From an optimization exercise on the open Yosys and OpenROAD flow, aimed at a short achievable clock period and few clock cycles; shortcuts taken in it are not production practice. In this exercise RTL edits were held to simulation tests only and were not proved equivalent to the original. Power figures rest on the tool's default switching activity, not on a simulated workload.

==> flow/design.v <==
package rv_pkg;
	typedef logic [32-1:0]   word_t;     
	typedef logic [31:0]           insn_t;     
	typedef logic [4:0]            reg_idx_t;  
	typedef logic [2:0]            funct3_t;   
	typedef logic [32/8-1:0] strb_t;     
	typedef enum logic [3:0] {
		CLS_NONE,    
		CLS_LOAD,
		CLS_OP_IMM,
		CLS_AUIPC,
		CLS_STORE,
		CLS_OP,
		CLS_LUI,
		CLS_BRANCH,
		CLS_JALR,
		CLS_JAL
	} insn_class_e;
	typedef struct packed {
		insn_class_e cls;
		insn_t       insn;
		word_t       pc;
		word_t       pc4;   
	} fd_pkt_t;
	typedef struct packed {
		insn_class_e cls;
		insn_t       insn;  
		word_t       pc;
		word_t       pc4;
		reg_idx_t    rd;    
		funct3_t     funct3;
		word_t       op1;
		word_t       op2;   
	} de_pkt_t;
	typedef struct packed {
		insn_class_e cls;
		reg_idx_t    rd;
		funct3_t     funct3;
		word_t       result;   
		word_t       ls_adrs;  
	} em_pkt_t;
	typedef struct packed {
		logic  taken;
		word_t target;
	} redirect_t;
endpackage
`timescale 1ns/1ps
module rv_add #(
	parameter int W = 32
) (
	input  logic [W-1:0] a,
	input  logic [W-1:0] b,
	input  logic         cin,
	output logic [W:0]   s     
);
	logic [W+1:0] t;
	assign t = {1'b0, a, cin} + {1'b0, b, cin};
	assign s = t[W+1:1];
endmodule
module rv_cmp (
	input  logic [31:0] a,
	input  logic [31:0] b,
	output logic        eq,
	output logic        lts,
	output logic        ltu
);
	assign eq  = a == b;
	assign ltu = a < b;
	assign lts = $signed(a) < $signed(b);
endmodule
module rv_add_off #(
	parameter int W = 12
) (
	input  logic [31:0]  base,
	input  logic [W-1:0] off,
	output logic [31:0]  s
);
	logic [W:0]    lo;
	logic [31-W:0] hi_p;
	logic [31-W:0] hi_m;
	rv_add #(.W(W)) u_lo (.a(base[W-1:0]), .b(off), .cin(1'b0), .s(lo));
	assign hi_p = base[31:W] + 1'b1;
	assign hi_m = base[31:W] - 1'b1;
	always_comb begin
		if (lo[W] == off[W-1])
			s = {base[31:W], lo[W-1:0]};
		else if (lo[W])
			s = {hi_p, lo[W-1:0]};
		else
			s = {hi_m, lo[W-1:0]};
	end
endmodule
`timescale 1ns/1ps
module rv_core (
	input  logic          clk,
	input  logic          rstn,
	output rv_pkg::word_t insn_adrs,   
	input  rv_pkg::insn_t insn_rdata,  
	output rv_pkg::word_t data_adrs,
	output rv_pkg::word_t data_wdata,
	output logic          data_load,
	output logic          data_store,
	output rv_pkg::strb_t data_wstrb,
	input  rv_pkg::word_t data_rdata   
);
	logic [31:0] pc;           
	logic [31:0] shadow_x1;    
	logic        d_valid;
	logic [31:0] d_insn;
	logic [31:0] d_pc;
	logic [31:0] d_pc4;
	logic [31:0] d_upc;        
	logic        d_bpred;      
	logic        d_jpred;      
	logic [31:0] d_jbase;
	logic        e_valid;
	logic [4:0]  e_rd;         
	logic [31:0] e_a;
	logic [31:0] e_b;
	logic [31:0] e_imm;        
	logic [10:0] e_op;         
	logic        e_sub;
	logic        e_is_load;
	logic        e_is_store;
	logic        e_is_br;
	logic        e_is_jalr;
	logic [2:0]  e_f3;
	logic        e_bpred;
	logic [7:0]  e_mp;         
	logic [31:0] e_alt;        
	logic        e_jpred;
	logic [31:0] e_jbase;
	logic [31:0] e_link;
	logic [4:0]  m_rd;
	logic [31:0] m_res;
	logic        m_load;
	logic        m_store;
	logic [31:0] m_adrs;
	logic [31:0] m_wdata;
	logic [3:0]  m_wstrb;
	logic [2:0]  m_f3;
	logic [31:0] regs [1:31];
	function automatic logic [31:0] imm_i(input logic [31:0] in);
		imm_i = {{20{in[31]}}, in[31:20]};
	endfunction
	function automatic logic [31:0] imm_s(input logic [31:0] in);
		imm_s = {{20{in[31]}}, in[31:25], in[11:7]};
	endfunction
	function automatic logic [31:0] imm_b(input logic [31:0] in);
		imm_b = {{19{in[31]}}, in[31], in[7], in[30:25], in[11:8], 1'b0};
	endfunction
	function automatic logic [31:0] imm_j(input logic [31:0] in);
		imm_j = {{11{in[31]}}, in[31], in[19:12], in[20], in[30:21], 1'b0};
	endfunction
	function automatic logic [31:0] imm_u(input logic [31:0] in);
		imm_u = {in[31:12], 12'h000};
	endfunction
	function automatic logic [31:0] add32(input logic [31:0] x, input logic [31:0] y,
		input logic cin);
		logic [31:0] g, p, gg, pp, c;
		g  = x & y;
		p  = x | y;
		gg = g;
		pp = p;
		gg[0] = g[0] | (p[0] & cin);
		for (int k = 1; k < 32; k = k * 2) begin
			for (int i = 31; i >= k; i--) begin
				gg[i] = gg[i] | (pp[i] & gg[i-k]);
				pp[i] = pp[i] & pp[i-k];
			end
		end
		c = {gg[30:0], cin};
		add32 = x ^ y ^ c;
	endfunction
	function automatic logic [31:0] add_off(input logic [31:0] base, input logic [31:0] off,
		input int w);
		logic [31:0] bl, ol, lo, hi_p, hi_m, hi;
		bl = 32'd0;
		ol = 32'd0;
		for (int i = 0; i < w; i++) begin
			bl[i] = base[i];
			ol[i] = off[i];
		end
		lo   = add32(bl, ol, 1'b0);
		hi_p = add32(base, 32'd1 << w, 1'b0);
		hi_m = add32(base, ~32'd0 << w, 1'b0);
		if (lo[w] == off[w-1])
			hi = base;
		else if (lo[w])
			hi = hi_p;
		else
			hi = hi_m;
		for (int i = 0; i < 32; i++)
			add_off[i] = (i < w) ? lo[i] : hi[i];
	endfunction
	function automatic logic ltu32(input logic [31:0] x, input logic [31:0] y);
		logic [31:0] lt, eq;
		lt = ~x & y;
		eq = ~(x ^ y);
		for (int k = 1; k < 32; k = k * 2) begin
			for (int i = 31; i >= k; i--) begin
				lt[i] = lt[i] | (eq[i] & lt[i-k]);
				eq[i] = eq[i] & eq[i-k];
			end
		end
		ltu32 = lt[31];
	endfunction
	function automatic logic bguess(input logic [31:0] in);
		if (in[19:15] == in[24:20])
			bguess = (in[14:12] == 3'b000) || (in[14:12] == 3'b101) || (in[14:12] == 3'b111);
		else if (in[31])
			bguess = 1'b1;
		else
			bguess = (in[14:12] == 3'b001);
	endfunction
	logic        mispredict;
	logic [31:0] fix_pc;
	logic        stall;
	logic [31:0] fi;
	logic        f_is_jal;
	logic        f_is_br;
	logic        f_is_jalr;
	logic        f_bpred;
	logic        f_jr_au;
	logic        f_jr_x1;
	logic [31:0] f_pc4;
	logic [31:0] f_tgt_b;
	logic [31:0] f_tgt_j;
	logic [31:0] f_tgt_a;
	logic [31:0] f_tgt_r;
	logic [31:0] f_upc;
	logic [31:0] f_next;
	assign insn_adrs = pc;
	assign fi        = insn_rdata;
	assign f_is_jal  = fi[6:0] == 7'b1101111;
	assign f_is_br   = fi[6:0] == 7'b1100011;
	assign f_is_jalr = fi[6:0] == 7'b1100111;
	localparam int BHT_BITS = 8;
	logic [(1<<BHT_BITS)-1:0] bht_seen;
	logic [1:0]               bht_cnt [(1<<BHT_BITS)];
	logic [BHT_BITS-1:0]      f_bidx;
	logic                     f_seen;
	logic                     f_cnt;
	logic [BHT_BITS-1:0]      d_bidx;
	logic [BHT_BITS-1:0]      e_bidx;
	always_ff @(posedge clk) begin
		if (!rstn) begin
			f_bidx <= '0;
			f_seen <= 1'b0;
			f_cnt  <= 1'b0;
		end else if (mispredict || !stall) begin
			f_bidx <= pc[BHT_BITS+1:2];
			f_seen <= bht_seen[pc[BHT_BITS+1:2]];
			f_cnt  <= bht_cnt[pc[BHT_BITS+1:2]][1];
		end
	end
	assign f_bpred = f_seen ? f_cnt : bguess(fi);
	assign f_jr_au   = f_is_jalr && d_valid && d_insn[6:0] == 7'b0010111
		&& d_insn[11:7] == fi[19:15] && fi[19:15] != 5'd0;
	assign f_jr_x1   = f_is_jalr && fi[19:15] == 5'd1;
	assign f_pc4   = add32(pc, 32'd4, 1'b0);
	logic [31:0] f_ib, f_ij, f_ii, f_tgt_a0, f_tgt_r0;
	assign f_ib = imm_b(fi);
	assign f_ij = imm_j(fi);
	assign f_ii = imm_i(fi);
	rv_add_off #(.W(13)) u_tgt_b (.base(pc), .off(f_ib[12:0]), .s(f_tgt_b));
	rv_add_off #(.W(21)) u_tgt_j (.base(pc), .off(f_ij[20:0]), .s(f_tgt_j));
	rv_add_off #(.W(12)) u_tgt_a (.base(d_upc), .off(f_ii[11:0]), .s(f_tgt_a0));
	rv_add_off #(.W(12)) u_tgt_r (.base(shadow_x1), .off(f_ii[11:0]), .s(f_tgt_r0));
	assign f_tgt_a = f_tgt_a0 & ~32'd1;
	assign f_tgt_r = f_tgt_r0 & ~32'd1;
	assign f_upc   = add32(pc, imm_u(fi), 1'b0);
	logic        s_fix, s_hold, s_new, s_j, s_b, s_a, s_r, s_4;
	assign s_fix  = mispredict;
	assign s_hold = !mispredict && stall;
	assign s_new  = !mispredict && !stall;
	assign s_j    = f_is_jal;
	assign s_b    = f_is_br && f_bpred;
	assign s_a    = f_jr_au;
	assign s_r    = f_jr_x1 && !f_jr_au;
	assign s_4    = !s_j && !s_b && !s_a && !s_r;
	assign f_next = ({32{s_j}} & f_tgt_j) | ({32{s_b}} & f_tgt_b) | ({32{s_a}} & f_tgt_a)
		| ({32{s_r}} & f_tgt_r) | ({32{s_4}} & f_pc4);
	logic [31:0] pc_norm;
	assign pc_norm = ({32{stall}} & pc) | ({32{!stall}} & f_next);
	always_ff @(posedge clk) begin
		if (!rstn)
			pc <= 32'h0000_0000;
		else
			pc <= s_fix ? fix_pc : pc_norm;
	end
	always_ff @(posedge clk) begin
		if (!rstn)
			d_valid <= 1'b0;
		else if (mispredict)
			d_valid <= 1'b0;
		else if (!stall)
			d_valid <= 1'b1;
	end
	always_ff @(posedge clk) begin
		if (!stall) begin
			d_insn  <= fi;
			d_pc    <= pc;
			d_pc4   <= f_pc4;
			d_upc   <= f_upc;
			d_bpred <= f_bpred;
			d_bidx  <= f_bidx;
			d_jpred <= f_jr_au || f_jr_x1;
			d_jbase <= f_jr_au ? d_upc : shadow_x1;
		end
	end
	logic [6:0]  d_opc;
	logic [2:0]  d_f3;
	logic [4:0]  d_rs1;
	logic [4:0]  d_rs2;
	logic        is_lui, is_auipc, is_jal, is_jalr, is_br, is_load, is_store, is_op, is_opimm;
	logic        use1, use2, wen;
	logic [31:0] rv1, rv2;
	logic [31:0] m_wbval;
	logic [31:0] d_a, d_b, d_imm;
	logic [10:0] d_op;
	logic        d_sub;
	assign d_opc = d_insn[6:0];
	assign d_f3  = d_insn[14:12];
	assign d_rs1 = d_insn[19:15];
	assign d_rs2 = d_insn[24:20];
	assign is_lui   = d_opc == 7'b0110111;
	assign is_auipc = d_opc == 7'b0010111;
	assign is_jal   = d_opc == 7'b1101111;
	assign is_jalr  = d_opc == 7'b1100111;
	assign is_br    = d_opc == 7'b1100011;
	assign is_load  = d_opc == 7'b0000011;
	assign is_store = d_opc == 7'b0100011;
	assign is_op    = d_opc == 7'b0110011;
	assign is_opimm = d_opc == 7'b0010011;
	assign use1 = is_jalr || is_br || is_load || is_store || is_op || is_opimm;
	assign use2 = is_br || is_store || is_op;
	assign wen  = (is_lui || is_auipc || is_jal || is_jalr || is_load || is_op || is_opimm)
		&& d_insn[11:7] != 5'd0;
	assign rv1 = (d_rs1 == 5'd0) ? 32'd0 : (d_rs1 == m_rd) ? m_wbval : regs[d_rs1];
	assign rv2 = (d_rs2 == 5'd0) ? 32'd0 : (d_rs2 == m_rd) ? m_wbval : regs[d_rs2];
	assign stall = d_valid && e_is_load && e_rd != 5'd0
		&& ((use1 && d_rs1 == e_rd) || (use2 && d_rs2 == e_rd));
	always_comb begin
		d_a = rv1;
		if (is_lui)
			d_a = imm_u(d_insn);
		else if (is_auipc)
			d_a = d_upc;
		else if (is_jal)
			d_a = d_pc4;
	end
	assign d_b   = (is_opimm) ? imm_i(d_insn) : (is_op || is_br || is_store) ? rv2 : 32'd0;
	assign d_imm = is_store ? imm_s(d_insn) : imm_i(d_insn);
	always_comb begin
		d_op  = 11'd0;
		d_sub = 1'b0;
		if (is_op || is_opimm) begin
			case (d_f3)
				3'b000: if (is_op && d_insn[30]) d_op[1] = 1'b1; else d_op[0] = 1'b1;
				3'b001: d_op[2] = 1'b1;
				3'b010: d_op[3] = 1'b1;
				3'b011: d_op[4] = 1'b1;
				3'b100: d_op[5] = 1'b1;
				3'b101: if (d_insn[30]) d_op[7] = 1'b1; else d_op[6] = 1'b1;
				3'b110: d_op[8] = 1'b1;
				default: d_op[9] = 1'b1;
			endcase
		end else if (is_jalr || is_jal) begin
			d_op[10] = 1'b1;
		end else begin
			d_op[0] = 1'b1;
		end
	end
	logic fwd1, fwd2;
	logic [31:0] res;
	assign fwd1 = use1 && d_rs1 != 5'd0 && d_rs1 == e_rd;
	assign fwd2 = (is_op || is_br || is_store) && d_rs2 != 5'd0 && d_rs2 == e_rd;
	logic [7:0] d_mp;
	always_comb begin
		d_mp = 8'd0;
		if (is_br) begin
			case (d_f3)
				3'b000: if (d_bpred) d_mp[1] = 1'b1; else d_mp[0] = 1'b1;  
				3'b001: if (d_bpred) d_mp[0] = 1'b1; else d_mp[1] = 1'b1;  
				3'b100: if (d_bpred) d_mp[3] = 1'b1; else d_mp[2] = 1'b1;  
				3'b101: if (d_bpred) d_mp[2] = 1'b1; else d_mp[3] = 1'b1;  
				3'b110: if (d_bpred) d_mp[5] = 1'b1; else d_mp[4] = 1'b1;  
				default: if (d_bpred) d_mp[4] = 1'b1; else d_mp[5] = 1'b1;  
			endcase
		end
		if (is_jalr) begin
			if (d_jpred)
				d_mp[7] = 1'b1;
			else
				d_mp[6] = 1'b1;
		end
	end
	always_ff @(posedge clk) begin
		if (!rstn || mispredict || stall || !d_valid) begin
			e_valid    <= 1'b0;
			e_rd       <= 5'd0;
			e_is_load  <= 1'b0;
			e_is_store <= 1'b0;
			e_is_br    <= 1'b0;
			e_is_jalr  <= 1'b0;
			e_mp       <= 8'd0;
		end else begin
			e_mp       <= d_mp;
			e_valid    <= 1'b1;
			e_rd       <= wen ? d_insn[11:7] : 5'd0;
			e_is_load  <= is_load;
			e_is_store <= is_store;
			e_is_br    <= is_br;
			e_is_jalr  <= is_jalr;
		end
		e_a     <= ({32{fwd1 & e_op[0]}} & sum) | ({32{fwd1 & e_op[1]}} & dif)
			| ({32{fwd1 & !e_op[0] & !e_op[1]}} & slow) | ({32{!fwd1}} & d_a);
		e_b     <= ({32{fwd2 & e_op[0]}} & sum) | ({32{fwd2 & e_op[1]}} & dif)
			| ({32{fwd2 & !e_op[0] & !e_op[1]}} & slow) | ({32{!fwd2}} & d_b);
		e_imm   <= d_imm;
		e_op    <= d_op;
		e_f3    <= d_f3;
		e_bpred <= d_bpred;
		e_alt   <= d_bpred ? d_pc4 : add32(d_pc, imm_b(d_insn), 1'b0);
		e_jpred <= d_jpred;
		e_jbase <= d_jbase;
		e_link  <= d_pc4;
		e_bidx  <= d_bidx;
	end
	logic [31:0] a, b;
	logic [31:0] sum, dif, adr, st_data;
	logic [31:0] slow;
	logic        eq, lt_s, lt_u, cond;
	logic [3:0]  smask;
	assign a    = e_a;
	assign b    = e_b;
	logic [32:0] sum_c, dif_c, adr_c;
	rv_add u_sum (.a(a), .b(b), .cin(1'b0), .s(sum_c));
	rv_add u_dif (.a(a), .b(~b), .cin(1'b1), .s(dif_c));
	rv_add u_adr (.a(a), .b(e_imm), .cin(1'b0), .s(adr_c));
	assign sum  = sum_c[31:0];
	assign dif  = dif_c[31:0];
	assign adr  = adr_c[31:0];
	rv_cmp u_cmp (.a(a), .b(b), .eq(eq), .lts(lt_s), .ltu(lt_u));
	assign slow = ({32{e_op[2]}} & (a << b[4:0]))
		| ({32{e_op[3]}} & {31'd0, lt_s})
		| ({32{e_op[4]}} & {31'd0, lt_u})
		| ({32{e_op[5]}} & (a ^ b))
		| ({32{e_op[6]}} & (a >> b[4:0]))
		| ({32{e_op[7]}} & 32'($signed(a) >>> b[4:0]))
		| ({32{e_op[8]}} & (a | b))
		| ({32{e_op[9]}} & (a & b))
		| ({32{e_op[10]}} & e_link);
	assign res = e_op[0] ? sum : e_op[1] ? dif : slow;
	logic jr_miss;
	logic jr_pend;
	logic [31:0] jr_tgt;
	assign jr_miss = e_mp[6] | (e_mp[7] & (a != e_jbase));
	always_ff @(posedge clk) begin
		if (!rstn)
			jr_pend <= 1'b0;
		else
			jr_pend <= jr_miss;
		jr_tgt <= {adr[31:1], 1'b0};
	end
	assign mispredict = (e_mp[0] & eq) | (e_mp[1] & !eq) | (e_mp[2] & lt_s) | (e_mp[3] & !lt_s)
		| (e_mp[4] & lt_u) | (e_mp[5] & !lt_u) | jr_miss | jr_pend;
	assign cond = e_bpred ^ mispredict;
	assign fix_pc = jr_pend ? jr_tgt : e_alt;
	always_comb begin
		case (e_f3[1:0])
			2'b00: begin
				st_data = {4{b[7:0]}};
				smask   = 4'b0001;
			end
			2'b01: begin
				st_data = {2{b[15:0]}};
				smask   = 4'b0011;
			end
			default: begin
				st_data = b;
				smask   = 4'b1111;
			end
		endcase
	end
	always_ff @(posedge clk) begin
		if (!rstn) begin
			m_rd    <= 5'd0;
			m_load  <= 1'b0;
			m_store <= 1'b0;
		end else begin
			m_rd    <= e_rd;
			m_load  <= e_is_load;
			m_store <= e_is_store;
		end
		m_res   <= res;
		m_adrs  <= adr;
		m_wdata <= st_data;
		m_wstrb <= smask << adr[1:0];
		m_f3    <= e_f3;
	end
	logic                u_br;
	logic                u_taken;
	logic [BHT_BITS-1:0] u_bidx;
	always_ff @(posedge clk) begin
		if (!rstn)
			u_br <= 1'b0;
		else
			u_br <= e_is_br;
		u_taken <= cond;
		u_bidx  <= e_bidx;
	end
	always_ff @(posedge clk) begin
		if (!rstn)
			bht_seen <= '0;
		else if (u_br)
			bht_seen[u_bidx] <= 1'b1;
	end
	for (genvar gi = 0; gi < (1<<BHT_BITS); gi++) begin : g_bht
		always_ff @(posedge clk) begin
			if (u_br && u_bidx == gi) begin
				if (!bht_seen[gi])
					bht_cnt[gi] <= u_taken ? 2'b10 : 2'b01;
				else if (u_taken && bht_cnt[gi] != 2'b11)
					bht_cnt[gi] <= bht_cnt[gi] + 2'd1;
				else if (!u_taken && bht_cnt[gi] != 2'b00)
					bht_cnt[gi] <= bht_cnt[gi] - 2'd1;
			end
		end
	end
	always_ff @(posedge clk) begin
		if (e_rd == 5'd1 && e_op[10])
			shadow_x1 <= e_link;
		else if (m_rd == 5'd1)
			shadow_x1 <= m_wbval;
	end
	logic [31:0] ld_sh;
	logic [31:0] ld_val;
	assign data_load  = m_load;
	assign data_store = m_store;
	assign data_adrs  = m_adrs;
	assign data_wdata = m_wdata;
	assign data_wstrb = m_wstrb;
	assign ld_sh = data_rdata >> {m_adrs[1:0], 3'b000};
	always_comb begin
		case (m_f3)
			3'b000:  ld_val = {{24{ld_sh[7]}}, ld_sh[7:0]};
			3'b100:  ld_val = {24'd0, ld_sh[7:0]};
			3'b001:  ld_val = {{16{ld_sh[15]}}, ld_sh[15:0]};
			3'b101:  ld_val = {16'd0, ld_sh[15:0]};
			default: ld_val = ld_sh;
		endcase
	end
	assign m_wbval = m_load ? ld_val : m_res;
	always_ff @(posedge clk) begin
		if (m_rd != 5'd0)
			regs[m_rd] <= m_wbval;
	end
endmodule
==> flow/run.sh <==
#!/bin/bash
# synth_recipe.tcl (not shown) runs the flow's synth.tcl, then flattens the netlist and writes it again
# the make line also repeats each setting of config.mk as NAME=value (left out here)
make -C /OpenROAD-flow-scripts/flow DESIGN_CONFIG=/design/flow/config.mk WORK_HOME=/design/flow/orfs CLKGATE_MAP_FILE= SYNTH_SCRIPT=/design/flow/synth_recipe.tcl finish
==> flow/config.mk <==
export PLATFORM = sky130hd
export DESIGN_NAME = rv_core
export DESIGN_NICKNAME = rv_core
export VERILOG_FILES = /design/flow/design.v
export SDC_FILE = /design/flow/constraint.sdc
export NUM_CORES = 4
export LEC_CHECK = 0
export CAP_MARGIN = 20
export CORE_MARGIN = 2
export CORE_UTILIZATION = 40
export SETUP_SLACK_MARGIN = 4.0
export SLEW_MARGIN = 20
export SYNTH_HIERARCHICAL = 1
export SYNTH_MINIMUM_KEEP_SIZE = 0
==> flow/constraint.sdc <==
create_clock -name core_clock -period 7.0 [get_ports {clk}]
set_input_delay 1.4000 -clock core_clock [delete_from_list [all_inputs] [get_ports {clk}]]
set_output_delay 1.4000 -clock core_clock [all_outputs]
set_load 0.01 [all_outputs]
==> key figures, run 1 <==
Route
  • Routed Antenna Nets: 0
  • DRT Pass-1 Iters: 12
  • Met3 routed WL: 92.6 mm
  • Met2 WL: 245 mm
  • Top Metal Used: met5
  • DRT Wirelength: 605 mm
  • M1 wire length: 227 mm
  • Remaining DRCs: 0
  • Via Count: 120000
  • Avg WL per Cell: 33.3 µm
  • DR iter-0 viols: 19900
  • Vias per cell: 6.60

Placed design
  • Placed insts: 16900
  • Port Buf Inserts: 167
  • Post-DP HPWL: 378 mm
  • GPL Wtd Cong: ~1.1

STA
  • Final Hold Viols: 0
  • RSZ-0062 raised after global routing: true
  • Peak Freq: 0.221 GHz
  • Worst Clk Skew: 0.102 ns
  • Setup TNS: 0 ns
  • Crit path time final: roughly 4.5 ns
  • Slew HR: -20.5%
  • Setup violations, final: 0
  • Worst slew pin tran: 1.79 ns
  • Final worst path period share: between 60% and 70%
  • Max Slew Vio Count: 3

Synthesis
  • Avg Inst Size Synth: around 11 µm²
  • Yosys warning count: 11
  • Mapped Cells: 12700
  • Post-Syn Area: 138000 µm²

CTS
  • Clock transition at path regs: about 0.06 ns
  • H-tree levels: 5
  • Cts bufs inserted: 275
  • CTS tree: built
  • Sink Count: 2332
  • CTS max path bufs: 4
  • Root Buffer: clkbuf_16
  • Clock insertion delay at the later pin of the skew report: around 0.97 ns

Setup path
  • FF-to-FF setup slack: 2.70 ns
  • R2r startpoint: shadow_x1[3]
  • Crit path max fanout: 7
  • WP data arrival: approximately 5.3 ns
  • CP startpoint kind: primary input
  • Required time worst endpoint: 7.77 ns
  • Worst reg2reg path depth: 20
  • Crit path kind: primary input to flop
  • Crit path capture type: flop

Power
  • Leak: 59.8 nW
  • Max VDD drop: 0.194 mV
  • Power Density: 220 nW/µm²
  • Final total power: 37.7 mW

Global routing
  • Largest net degree at the start of global routing: between 200 and 300
  • GR Util All Layers: about a third
  • Vias in the first global route: roughly 110k
  • First-pass GRT wire length: 828 mm
  • Gr ovfl total: 0
  • Initial antenna violation count: 60

Die
  • Starting Density: between 40% and 50%
  • Floorplan row count: roughly 220
  • Die span in x: 592 µm
  • Core area: 343000 µm²
  • Ports: approximately 170
  • Die Y: 592 µm
  • Die area: between 300000 and 400000 µm²

Cells and area
  • Non-filler cells, final: between 15000 and 20000
  • FF/Latch Area: 64000 µm²
  • Final #Nets: 13800
  • Share of layout cells above drive strength 1: a little over a quarter
  • Area Overhead vs Synth: 23.7%
  • Fillers: roughly 30000
  • Area occupied by multi-input gates: 77600 µm²

Job
  • Maxcap violations: 1

Run status
  • Status: complete, but fails checks
  • Layout Check Fails: max-capacitance violations, max-slew violations

Min path
  • Type of the worst min-delay path: flop to flop
  • Worst Hold Path EP: e_jbase[24]
  • Worst hold path cell count: 0
  • Hold Startpoint: d_jbase[24]
[registers in the layout, indices dropped and copies added (netlist names), 31 cells and up, named ones only]
name and cells:
e_a 32, m_adrs 31, d_pc 32, e_b 32
e_jbase 32, d_jbase 32, bht_cnt 512, d_insn 32
e_link 31, e_alt 32, regs 992, shadow_x1 32
m_res 32, m_wdata 32, bht_seen 256
[what timing repair did]
item | CTS | global route
pin swaps | 363 | 309
hold buffers | 0 | 0
gates cloned | 73 | 6
gates resized for setup | 1735 | 520
endpoints found under the setup margin | 914 | 790
buffers inserted | 524 | 170
[per-stage QoR]
step	hold slack, ns	worst slack (ns)	cell area (µm²)	utilization (%)
6_report	0.283	2.48	171000	49.8
2_1_floorplan	0.310	2.33	140000	-
5_1_grt	0.292	2.46	171000	49.8
4_1_cts	0.274	2.69	167000	48.7
3_3_place_gp	0.312	0.555	146000	42.7
3_5_place_dp	0.312	0.608	146000	42.7
[worst max-delay path by stage]
stage / start / end / slack, ns / cells past startpoint
2_1_floorplan: insn_rdata[7] / flop / 2.33 / 18
3_3_place_gp: insn_rdata[25] / flop / 0.56 / 19
3_5_place_dp: insn_rdata[25] / flop / 0.61 / 19
4_1_cts: insn_rdata[29] / flop / 2.69 / 21
5_1_grt: insn_rdata[22] / flop / 2.46 / 23
6_report: insn_rdata[20] / flop / 2.48 / 22
[routing by layer]
layer,GRT usage (%),vias to the layer above
li1,-,49600
met1,44.1,59100
met2,46.4,8866
met3,12.7,2115
met4,17.5,46
met5,0,-
[worst max-delay path, cell delays in order]
cell       delay [ns]
buf_4            0.24
ha_1             0.20
a21o_1           0.10
nand4_1          0.15
a21oi_2          0.26
nor2_4           0.08
o21ai_4          0.17
buf_12           0.19
inv_12           0.06
buf_6            0.11
ha_4             0.29
nand2_4          0.07
nor3b_4          0.29
buf_6            0.15
o211a_4          0.19
o2111ai_2        0.13
a31oi_2          0.20
o31ai_2          0.12
a222oi_1         0.44
a31oi_1          0.17
o21ai_1          0.18
nand2_1          0.08
[cell type report]
| type | count | area share [%] |
|---|---|---|
| Multi-Input combinational cell | 9232 | 45.4 |
| Clock buffer | 373 | 4.53 |
| Clock inverter | 126 | 0.785 |
| Tap cell | 4557 | 3.34 |
| Timing Repair inverter | 5 | 0.0322 |
| Inverter | 288 | 0.721 |
| Timing Repair Buffer | 1213 | 7.66 |
| Sequential cell | 2332 | 37.5 |
| Antenna cell | 19 | 0.0278 |
[cell usage in the layout (no fill, tap or decap), types with 52 or more instances in the layout]
cell type,n
inv_1,250
nand3b_1,266
nand4_1,85
mux2i_1,465
buf_6,162
o21ai_1,115
mux4_2,682
mux2_2,52
clkbuf_1,60
ha_1,261
nand2b_1,561
a21o_1,101
a22oi_1,110
o21a_1,182
o211ai_1,61
clkbuf_16,288
a21oi_1,1005
nor3_1,133
nand2_1,861
edfxtp_1,1692
dfxtp_1,509
o21ai_0,287
nand3_1,377
o21ai_2,59
nor2_4,58
buf_12,114
or3_1,231
a211oi_1,293
nor2_1,902
xor2_1,120
xnor2_1,177
nor2b_1,174
o22ai_1,61
ha_4,128
dfxtp_4,101
and3_1,112
a21oi_2,123
buf_4,696
[power by group]
| part | internal, mW | switching (mW) |
|---|---|---|
| combinational | 2.84 | 4.31 |
| sequential | 15.3 | 0.462 |
| clock | 8.46 | 6.27 |
| total | 26.6 | 11.0 |
Testbench counts, summed over its fixed seeds: cycles 109,997.
==> run 2, diff against run 1 <==
--- a/flow/design.v
+++ b/flow/design.v
@@ -81,4 +81,3 @@
 	rv_add #(.W(W)) u_lo (.a(base[W-1:0]), .b(off), .cin(1'b0), .s(lo));
-	assign hi_p = base[31:W] + 1'b1;
-	assign hi_m = base[31:W] - 1'b1;
+	rv_incdec #(.W(32-W)) u_hi (.a(base[31:W]), .p(hi_p), .m(hi_m));
 	always_comb begin
@@ -92,2 +91,12 @@
 endmodule
+module rv_incdec #(
+	parameter int W = 20
+) (
+	input  logic [W-1:0] a,
+	output logic [W-1:0] p,
+	output logic [W-1:0] m
+);
+	assign p = a + 1'b1;
+	assign m = a - 1'b1;
+endmodule
 `timescale 1ns/1ps
@@ -107,2 +116,3 @@
 	logic [31:0] shadow_x1;    
+	logic [7:0]  pc_bht;       
 	logic        d_valid;
@@ -116,3 +126,9 @@
 	logic        e_valid;
+	logic        e_dead;       
+	logic [4:0]  e_rd_r;
 	logic [4:0]  e_rd;         
+	logic        e_is_load_r;
+	logic        e_is_store_r;
+	logic        e_is_br_r;
+	logic [7:0]  e_mp_r;
 	logic [31:0] e_a;
@@ -216,2 +232,13 @@
 	logic        mispredict;
+	assign e_rd       = e_dead ? 5'd0 : e_rd_r;
+	assign e_is_load  = e_is_load_r & !e_dead;
+	assign e_is_store = e_is_store_r & !e_dead;
+	assign e_is_br    = e_is_br_r & !e_dead;
+	assign e_mp       = e_dead ? 8'd0 : e_mp_r;
+	always_ff @(posedge clk) begin
+		if (!rstn)
+			e_dead <= 1'b0;
+		else
+			e_dead <= mispredict;
+	end
 	logic [31:0] fix_pc;
@@ -250,6 +277,6 @@
 			f_cnt  <= 1'b0;
-		end else if (mispredict || !stall) begin
+		end else if (!stall) begin
 			f_bidx <= pc[BHT_BITS+1:2];
-			f_seen <= bht_seen[pc[BHT_BITS+1:2]];
-			f_cnt  <= bht_cnt[pc[BHT_BITS+1:2]][1];
+			f_seen <= bht_seen[pc_bht];
+			f_cnt  <= bht_cnt[pc_bht][1];
 		end
@@ -286,2 +313,5 @@
 	always_ff @(posedge clk) begin
+		pc_bht <= s_fix ? fix_pc[BHT_BITS+1:2] : pc_norm[BHT_BITS+1:2];
+	end
+	always_ff @(posedge clk) begin
 		if (!rstn)
@@ -399,17 +429,17 @@
 	always_ff @(posedge clk) begin
-		if (!rstn || mispredict || stall || !d_valid) begin
+		if (!rstn || stall || !d_valid) begin
 			e_valid    <= 1'b0;
-			e_rd       <= 5'd0;
-			e_is_load  <= 1'b0;
-			e_is_store <= 1'b0;
-			e_is_br    <= 1'b0;
+			e_rd_r     <= 5'd0;
+			e_is_load_r  <= 1'b0;
+			e_is_store_r <= 1'b0;
+			e_is_br_r    <= 1'b0;
 			e_is_jalr  <= 1'b0;
-			e_mp       <= 8'd0;
+			e_mp_r     <= 8'd0;
 		end else begin
-			e_mp       <= d_mp;
+			e_mp_r     <= d_mp;
 			e_valid    <= 1'b1;
-			e_rd       <= wen ? d_insn[11:7] : 5'd0;
-			e_is_load  <= is_load;
-			e_is_store <= is_store;
-			e_is_br    <= is_br;
+			e_rd_r     <= wen ? d_insn[11:7] : 5'd0;
+			e_is_load_r  <= is_load;
+			e_is_store_r <= is_store;
+			e_is_br_r    <= is_br;
 			e_is_jalr  <= is_jalr;
==> run 2 against run 1 <==
  * The run now finishes clean
  * Routed wire length fell by 3.3%
  * Total power decreased by 0.18%
  * Die area is 0.29% lower
  * Via count is 4.1% lower
  * Final cell count fell by 2.5%
  * Synthesized area is 0.30% lower
  * Non-clock buffer count shrank 118
  * Largest cell class unchanged
==> key figures, run 2 <==
Run status
  • Status: complete, no violations

Cells and area
  • Final Util: 48.6%
  • Reg with most FFs: regs
  • Flip-flop count of the largest register after layout: 992
  • Non-filler cells, final: between 15000 and 20000
  • Most frequent cells in the layout: edfxtp_1, a21oi_1, nand2_1
  • Area Overhead vs Synth: 21.0%
  • Final #Nets: roughly 13000
  • Fillers: 30400
  • Commonest non-fill, non-tap cell in the layout: edfxtp_1
  • Regs by FF count: regs x992, bht_cnt x512, bht_seen x256
  • Final Cell Area: 167000 µm²
  • Share of layout cells above drive strength 1: 24.2%

CTS
  • Clock transition at path regs: around 0.060 ns
  • Sink Count: 2341
  • Cts bufs inserted: 275
  • Root Buffer: clkbuf_16
  • H-tree levels: 5
  • CTS max path bufs: 4
  • CTS tree: built
  • Clock insertion delay at the later pin of the skew report: 0.95 ns

Die
  • Die span in x: 591 µm
  • Ports: 168
  • Starting Density: between 40% and 50%
  • Die area: 349000 µm²
  • Core area: 343000 µm²
  • Floorplan row count: around 220
  • Die Y: 591 µm

STA
  • Setup TNS: 0 ns
  • Final setup margin: 3.30 ns
  • Setup violations, final: 0
  • Peak Freq: about 0.27 GHz
  • Final worst path period share: 52.9%
  • Slew HR: 10.1%
  • Worst hold slack: 0.324 ns
  • Crit path time final: ~3.7 ns
  • Worst slew pin tran: ~1.3 ns
  • RSZ-0062 raised after global routing: true
  • Max Slew Vio Count: 0
  • Final Hold Viols: 0
  • Worst Clk Skew: 0.0994 ns

Route
  • Avg WL per Cell: 33.0 µm
  • Via Count: 115000
  • DRT Pass-1 Iters: 13
  • Remaining DRCs: 0
  • Top Metal Used: met5
  • Vias per cell: 6.48
  • DRT Wirelength: 585 mm
  • M1 wire length: 219 mm
  • Routed Antenna Nets: 0
  • Met2 WL: 244 mm
  • DR iter-0 viols: 17300
  • Met3 routed WL: 77.6 mm

Setup path
  • WP data arrival: 4.46 ns
  • CP dominant cell by count: buf_12
  • Required time worst endpoint: 7.75 ns
  • Worst path max stage delay: between 0.4 and 0.5 ns
  • Crit path max fanout: 17
  • CP startpoint kind: flop
  • Crit-path cells: buf_8 > ha_1 > and4_1 > a221o_1 > and2_4 > nor4_4 > mux2i_1 > a41o_2 > buf_6 > nand3_4 > buf_12 > buf_12 > a211oi_4 > nor4_1
  • CP max stage cell: a221o_1
  • Crit path kind: flop to flop
  • Crit path capture type: flop

Power
  • Leak: 59.6 nW
  • Power Density: 226 nW/µm²
  • Final total power: ~38 mW
  • Max VDD drop: 0.298 mV

Global routing
  • Initial antenna violation count: 50
  • Largest net degree at the start of global routing: 227
  • Vias in the first global route: 104000
  • First-pass GRT wire length: 800 mm
  • GR Util All Layers: about a third
  • Gr ovfl total: 0

Synthesis
  • Avg Inst Size Synth: 11.2 µm²
  • Mapped Cells: 12300
  • Yosys warning count: 11
  • Post-Syn Area: 138000 µm²

Min path
  • Type of the worst min-delay path: flop to flop

Job
  • Maxcap violations: 0

Placed design
  • Port Buf Inserts: 167
  • Place WS: 1.23 ns
  • Post-DP HPWL: 364 mm
  • DP Area: 146000 µm²
  • Placed insts: 16500
  • GPL Wtd Cong: 1.02
## run 2: worst paths after layout
kind	slack, ns	start	endpoint	depth (start not counted)
worst min-delay path	0.32	e_bidx[2]	u_bidx[2]	0
worst max-delay path	3.30	e_a[28]	pc[7]	14
worst min register to register	0.32	e_bidx[2]	u_bidx[2]	0
worst max register to register	3.30	e_a[28]	pc[7]	14
## run 2: power breakdown
group | total [mW] | leakage, nW | internal (mW) | switching [mW]
clock | 14.6 | 4.39 | 8.40 | 6.22
sequential | 15.8 | 21.0 | 15.4 | 0.443
combinational | 7.15 | 34.2 | 2.76 | 4.39
total | 37.6 | 59.6 | 26.5 | 11.1
## run 2: worst max-delay path: cells and delay by family (launching register included)
family                   cells  cell delay [ns]
AO/OA/AOI/OAI                3             0.90
flip-flops                   1             0.35
AND/OR/NAND/NOR              5             0.87
adder cells (fa/ha/maj)      1             0.28
multiplexers                 1             0.25
buffers and inverters        4             0.78
## run 2: final cells by class
cell class	instances	area, µm²	area share, %
clock buffer	387	7820	4.69
multi-input combinational	8687	73900	44.3
clock inverter	112	1130	0.679
timing repair inverter	6	43.8	0.0263
tap	4557	5700	3.42
antenna	37	92.6	0.0556
sequential	2341	64100	38.5
inverter	476	1900	1.14
timing repair buffer	1095	12000	7.18
## run 2: routing by layer
layer | track usage, % | vias to the layer above
met3 | 9.92 | 1843
met1 | 42.0 | 56900
met5 | 0.0135 | -
li1 | - | 47900
met4 | 19.4 | 28
met2 | 46.1 | 8059
## run 2: what timing repair did
action,4_1_cts,5_1_grt
hold buffers,0,0
buffers inserted,420,146
pin swaps,185,187
gates cloned,56,15
gates resized for setup,1349,354
setup endpoints to repair,1644,696
Testbench counts of run 2, summed over its fixed seeds: cycles 109,997.
==> run 3, diff against run 2 <==
--- a/flow/config.mk
+++ b/flow/config.mk
@@ -7,3 +7,3 @@
 export LEC_CHECK = 0
-export CAP_MARGIN = 20
+export CAP_MARGIN = 40
 export CORE_MARGIN = 2
@@ -11,3 +11,3 @@
 export SETUP_SLACK_MARGIN = 4.0
-export SLEW_MARGIN = 20
+export SLEW_MARGIN = 40
 export SYNTH_HIERARCHICAL = 1
==> run 3 against run 2 <==
  * Combinational power decreased by 0.7%
  * Utilization is essentially flat
  * Sequential cell count unchanged
  * Routed wire length shrank 0.93%
  * Register-to-register slack about the same
  * Global-route usage fell by 0.15 points
  * Largest cell class unchanged
==> key figures, run 3 <==
Route
  • Vias per cell: 6.48
  • Routed Antenna Nets: 0
  • DRT Wirelength: 579 mm
  • DRT Pass-1 Iters: 10
  • Remaining DRCs: 0
  • Via Count: 115000
  • Avg WL per Cell: 32.8 µm
  • DR iter-0 viols: 17300

Setup path
  • CP startpoint kind: flop
  • Worst reg2reg path depth: 15
  • R2r startpoint: e_a[18]
  • Required time worst endpoint: 7.84 ns
  • Crit path capture type: flop
  • FF-to-FF setup slack: 3.29 ns
  • Setup crit start: e_a[18]
  • Crit path kind: flop to flop
  • Crit path max fanout: 15
  • WP data arrival: 4.55 ns

Job
  • Maxcap violations: 0

Die
  • Die span in x: 591 µm
  • Die area: between 300000 and 400000 µm²
  • Core area: 343000 µm²
  • Floorplan row count: 215
  • Ports: approximately 170
  • Die Y: 591 µm
  • Starting Density: 40.2%

Cells and area
  • FF/Latch Area: 64200 µm²
  • Fillers: 30300
  • Final Util: 48.7%
  • Commonest non-fill, non-tap cell in the layout: edfxtp_1
  • Non-filler cells, final: 17700
  • Flip-flop count of the largest register after layout: 992
  • Regs by FF count: regs x992, bht_cnt x512, bht_seen x256
  • Final Cell Area: 167000 µm²
  • Share of layout cells above drive strength 1: 24.1%
  • Area Overhead vs Synth: 21.1%
  • Final #Nets: roughly 13000
  • Reg with most FFs: regs
  • Area occupied by multi-input gates: 73800 µm²
  • Most frequent cells in the layout: edfxtp_1, a21oi_1, nand2_1

CTS
  • CTS tree: built
  • H-tree levels: 5
  • Clock transition at path regs: 0.07 ns
  • CTS max path bufs: 4
  • Sink Count: between 2000 and 2500
  • Clock insertion delay at the later pin of the skew report: ~0.96 ns
  • Root Buffer: clkbuf_16
  • Hold_buf cts: 0
  • Cts bufs inserted: 278

Placed design
  • GPL Wtd Cong: 1.02
  • Placed insts: 16600
  • Post-DP HPWL: 366 mm
  • DP Area: between 100000 and 150000 µm²
  • Port Buf Inserts: 167

Run status
  • Status: complete, no violations

Min path
  • Type of the worst min-delay path: flop to flop

Global routing
  • First-pass GRT wire length: 799 mm
  • Vias in the first global route: 105000
  • Gr ovfl total: 0
  • GR Util All Layers: about a third
  • Initial antenna violation count: 37
  • Largest net degree at the start of global routing: 227

STA
  • Final Hold Viols: 0
  • Worst slew pin tran: 1.00 ns
  • Setup violations, final: 0
  • RSZ-0062 raised after global routing: true
  • Peak Freq: about 0.27 GHz
  • Crit path time final: 3.71 ns
  • Final worst path period share: 53.0%
  • Slew HR: 33.0%
  • Worst Clk Skew: 0.122 ns
  • Max Slew Vio Count: 0
  • Setup TNS: 0 ns

Synthesis
  • Post-Syn Area: 138000 µm²
  • Avg Inst Size Synth: 11.2 µm²
  • Yosys warning count: 11
  • Mapped Cells: approximately 12000

Power
  • Power Density: 226 nW/µm²
  • Max VDD drop: 0.227 mV
  • Leak: 59.6 nW
run 3: final cells by class:
class,count,area share (%)
multi-input cells,8685,44.2
clock inverters,127,0.844
diodes,34,0.0510
well taps,4557,3.42
repair inverters,2,0.00900
clock buffers,375,4.63
inverters,476,1.14
repair buffers,1089,7.21
flip-flops and latches,2341,38.5
run 3: timing repair:
action,4_1_cts,5_1_grt
cloned,56,12
pin swaps,183,143
buffers inserted,400,122
gates resized for setup,1287,366
endpoints found under the setup margin,1446,583
run 3: where the power goes:
group          internal [mW]  switching (mW)  leakage (nW)  total [mW]
combinational           2.75            4.34          34.2        7.10
clock                   8.49            6.37          4.44        14.9
sequential              15.4           0.426          21.0        15.8
total                   26.6            11.1          59.6        37.8
run 3: worst min path at each step:
stage | endpoint | startpoint | cells after the start
final | u_bidx[6] | e_bidx[6] | 0
after floorplan | m_f3[2] | e_f3[2] | 0
after global placement | u_bidx[7] | e_bidx[7] | 0
after detailed placement | u_bidx[7] | e_bidx[7] | 0
after global routing | e_jbase[10] | d_jbase[10] | 0
after CTS | e_jbase[10] | d_jbase[10] | 0
run 3: metal layers:
metal	wire length, µm	global-route usage, %	share of wire, %
met5	469	0.271	0.081
met4	42400	19.0	7.3
met3	73900	9.50	13
met2	243000	46.0	42
met1	219000	42.1	38
run 3: stage by stage:
stage	power [mW]	worst slack (ns)	hold slack [ns]
2_1_floorplan	19.3	2.79	0.310
3_3_place_gp	21.6	1.24	0.312
3_5_place_dp	21.7	1.31	0.314
4_1_cts	37.3	3.48	0.323
5_1_grt	38.6	3.26	0.328
6_report	37.8	3.29	0.323
run 3: critical path, stage by stage (launching register included):
cell and delay (ns):
dfxtp_1 0.32, buf_6 0.30, ha_1 0.30, nand2_1 0.06, o21ai_0 0.11, a221oi_2 0.33
nor2_2 0.14, nor4_4 0.50, mux2i_1 0.25, a41o_2 0.33, buf_12 0.14, buf_4 0.13
and2_4 0.22, buf_6 0.14, o221ai_2 0.08, o211a_1 0.24
==> run 4, diff against run 3 <==
--- a/flow/design.v
+++ b/flow/design.v
@@ -101,2 +101,19 @@
 endmodule
+module rv_bru (
+	input  logic [31:0] a,
+	input  logic [31:0] b,
+	input  logic [31:0] jbase,
+	input  logic [7:0]  mp,       
+	input  logic        pend,     
+	output logic        jr_miss,
+	output logic        mispredict
+);
+	logic eq, lts, ltu;
+	assign eq      = a == b;
+	assign ltu     = a < b;
+	assign lts     = $signed(a) < $signed(b);
+	assign jr_miss = mp[6] | (mp[7] & (a != jbase));
+	assign mispredict = (mp[0] & eq) | (mp[1] & !eq) | (mp[2] & lts) | (mp[3] & !lts)
+		| (mp[4] & ltu) | (mp[5] & !ltu) | jr_miss | pend;
+endmodule
 `timescale 1ns/1ps
@@ -488,3 +505,2 @@
 	logic [31:0] jr_tgt;
-	assign jr_miss = e_mp[6] | (e_mp[7] & (a != e_jbase));
 	always_ff @(posedge clk) begin
@@ -496,4 +512,4 @@
 	end
-	assign mispredict = (e_mp[0] & eq) | (e_mp[1] & !eq) | (e_mp[2] & lt_s) | (e_mp[3] & !lt_s)
-		| (e_mp[4] & lt_u) | (e_mp[5] & !lt_u) | jr_miss | jr_pend;
+	rv_bru u_bru (.a(a), .b(b), .jbase(e_jbase), .mp(e_mp), .pend(jr_pend),
+		.jr_miss(jr_miss), .mispredict(mispredict));
 	assign cond = e_bpred ^ mispredict;
--- a/flow/config.mk
+++ b/flow/config.mk
@@ -7,7 +7,8 @@
 export LEC_CHECK = 0
-export CAP_MARGIN = 40
+export CAP_MARGIN = 20
 export CORE_MARGIN = 2
 export CORE_UTILIZATION = 40
+export PLACE_DENSITY = 0.7
 export SETUP_SLACK_MARGIN = 4.0
-export SLEW_MARGIN = 40
+export SLEW_MARGIN = 20
 export SYNTH_HIERARCHICAL = 1
==> run 4 against run 3 <==
  * Still clean
  * Design area about the same
  * Critical path depth grew 3
  * Total power shrank 0.14%
  * Critical path type unchanged
  * Largest power group unchanged
==> key figures, run 4 <==
Placed design
  • Place WS: between 1 and 1.5 ns
  • Port Buf Inserts: 167
  • Post-DP HPWL: 349 mm
  • GPL Wtd Cong: 1.04
  • DP Area: 145000 µm²
  • Placed insts: between 15000 and 20000

Cells and area
  • Final #Nets: 13500
  • Commonest non-fill, non-tap cell in the layout: edfxtp_1
  • Regs by FF count: regs x992, bht_cnt x512, bht_seen x256
  • Fillers: 29500
  • Most frequent cells in the layout: edfxtp_1, a21oi_1, nand2_1
  • Reg with most FFs: regs
  • Final Cell Area: 167000 µm²
  • FF/Latch Area: about 64000 µm²
  • Non-filler cells, final: about 18000
  • Area occupied by multi-input gates: 73400 µm²
  • Area Overhead vs Synth: 21.3%
  • Flip-flop count of the largest register after layout: ~990
  • Share of layout cells above drive strength 1: about 25%

Route
  • Remaining DRCs: 0
  • Routed Antenna Nets: 0
  • Avg WL per Cell: about 33 µm
  • DRT Pass-1 Iters: 11
  • DRT Wirelength: 589 mm
  • Vias per cell: between 6 and 7
  • Via Count: ~120k
  • DR iter-0 viols: 19700

Global routing
  • First-pass GRT wire length: 800 mm
  • Largest net degree at the start of global routing: 235
  • Initial antenna violation count: 82
  • GR Util All Layers: 31.8%
  • Vias in the first global route: ~110k
  • Gr ovfl total: 0

STA
  • Crit path time final: between 3 and 4 ns
  • Setup violations, final: 0
  • Max Slew Vio Count: 0
  • Worst Clk Skew: 0.134 ns
  • Final setup margin: 3.39 ns
  • Setup TNS: 0 ns
  • Worst slew pin tran: 1.30 ns
  • Slew HR: a little over an eighth
  • Final Hold Viols: 0
  • RSZ-0062 raised after global routing: true
  • Peak Freq: 0.277 GHz
  • Final worst path period share: 51.6%

Die
  • Starting Density: roughly two fifths
  • Die span in x: about 590 µm
  • Die area: 348000 µm²
  • Die Y: 590 µm
  • Core area: around 340000 µm²
  • Floorplan row count: 215
  • Ports: 168

Setup path
  • Worst path max stage delay: 0.39 ns
  • CP dominant cell by count: buf_6
  • WP data arrival: roughly 4.4 ns
  • CP startpoint kind: flop
  • Required time worst endpoint: 7.81 ns
  • CP max stage cell: o31a_1
  • Crit path max fanout: 6
  • CP top delay family: simple AND/OR/NAND/NOR gates
  • Critical path buffers and inverters: 6
  • Crit path kind: flop to flop
  • Crit-path cells: buf_4 > inv_1 > ha_1 > and2_1 > nand4_4 > nor2_4 > o31a_1 > a211oi_2 > nor2_1 > nand4_1 > buf_6 > buf_6 > nor2_4 > buf_6 > buf_6 > nand4_1 > o311a_1 > and2_1
  • Crit path capture type: flop

CTS
  • Sink Count: around 2300
  • Clock transition at path regs: 0.07 ns
  • Hold_buf cts: 0
  • CTS max path bufs: 4
  • H-tree levels: 5
  • CTS tree: built
  • Root Buffer: clkbuf_16
  • Cts bufs inserted: 266
  • Clock insertion delay at the later pin of the skew report: 1.00 ns

Job
  • Maxcap violations: 0

Synthesis
  • Mapped Cells: 12400
  • Yosys warning count: 11
  • Post-Syn Area: 137000 µm²
  • Avg Inst Size Synth: around 11 µm²

Power
  • Max VDD drop: 0.229 mV
  • Leak: about 60 nW
  • Power Density: around 230 nW/µm²

Run status
  • Status: complete, no violations

Min path
  • Type of the worst min-delay path: flop to flop
## run 4: repair_timing
| item | CTS | global route |
|---|---|---|
| gates cloned | 64 | 27 |
| pin swaps | 211 | 236 |
| resized for setup | 1331 | 504 |
| setup buffers | 418 | 198 |
| endpoints found under the setup margin | 1528 | 815 |
## run 4: cell type report
| class | instances | share of cell area, % |
|---|---|---|
| Multi-Input combinational cell | 8682 | 44.1 |
| Sequential cell | 2341 | 38.5 |
| Timing Repair Buffer | 1113 | 7.46 |
| Clock buffer | 363 | 4.46 |
| Tap cell | 4557 | 3.42 |
| Inverter | 579 | 1.36 |
| Clock inverter | 119 | 0.688 |
| Antenna cell | 34 | 0.0511 |
| Timing Repair inverter | 1 | 0.00450 |
## run 4: final timing paths
| check | slack, ns | start | cells after the start | endpoint |
|---|---|---|---|---|
| setup reg to reg | 3.39 | e_b[26] | 18 | pc[8] |
| hold / removal | 0.32 | d_jbase[30] | 0 | e_jbase[30] |
| hold reg to reg | 0.32 | d_jbase[30] | 0 | e_jbase[30] |
| setup / recovery | 3.39 | e_b[26] | 18 | pc[8] |
## run 4: report_power, final
group          switching, mW  internal, mW
logic                   4.75          2.88
clock network           6.18          8.03
registers              0.467          15.4
total                   11.4          26.3
## run 4: stage by stage
step,hold WS [ns],util [%],power (mW)
2_1_floorplan,0.310,-,19.4
3_3_place_gp,0.310,42.3,21.8
4_1_cts,0.316,47.4,36.7
5_1_grt,0.327,48.6,38.3
3_5_place_dp,0.312,42.3,21.9
6_report,0.318,48.7,37.7
## run 4: per-layer routing
layer / routed length (µm) / track usage, % / part of all wire [%]
met2: 247000 / 46.4 / 42
met5: 465 / 0.397 / 0.079
met3: 90400 / 11.5 / 15
met4: 55600 / 23.4 / 9.4
met1: 196000 / 38.5 / 33
Testbench counts of run 4, summed over its fixed seeds: cycles 109,997.

[re-timing with driven ports]
The flow's constraints put no driver on any port. The routed layouts listed below were extracted and timed again, unchanged, in two steps. Step 1 (the two cells are an assumption about what drives the block):
set clk [get_ports {clk}]
set_driving_cell -lib_cell sky130_fd_sc_hd__clkbuf_16 $clk
set_driving_cell -lib_cell sky130_fd_sc_hd__buf_2 [delete_from_list [all_inputs] $clk]
Step 2, shift: input delay + t, output delay - t, t = (earliest + latest rising clock arrival at the registers) / 2. This alone moves slack from input paths to output paths. a / b / c = ideal / step 1 / step 2; a / b = the first two.
run | t (ns) | slack for setup (ns) | worst hold slack (ns)
run 1 | 1.021 | 2.483 / 2.549 / 1.528 | 0.283 / 0.283 / 0.283
run 2 | 0.996 | 3.298 / 3.298 / 2.478 | 0.324 / 0.324 / 0.324
run 3 | 1.000 | 3.289 / 3.289 / 2.422 | 0.323 / 0.323 / 0.323
run 4 | 1.042 | 3.386 / 3.386 / 2.557 | 0.318 / 0.318 / 0.318
The setup slack of run 1, which loses most, moves by +0.066 ns with the drivers and by -0.955 ns with both steps.
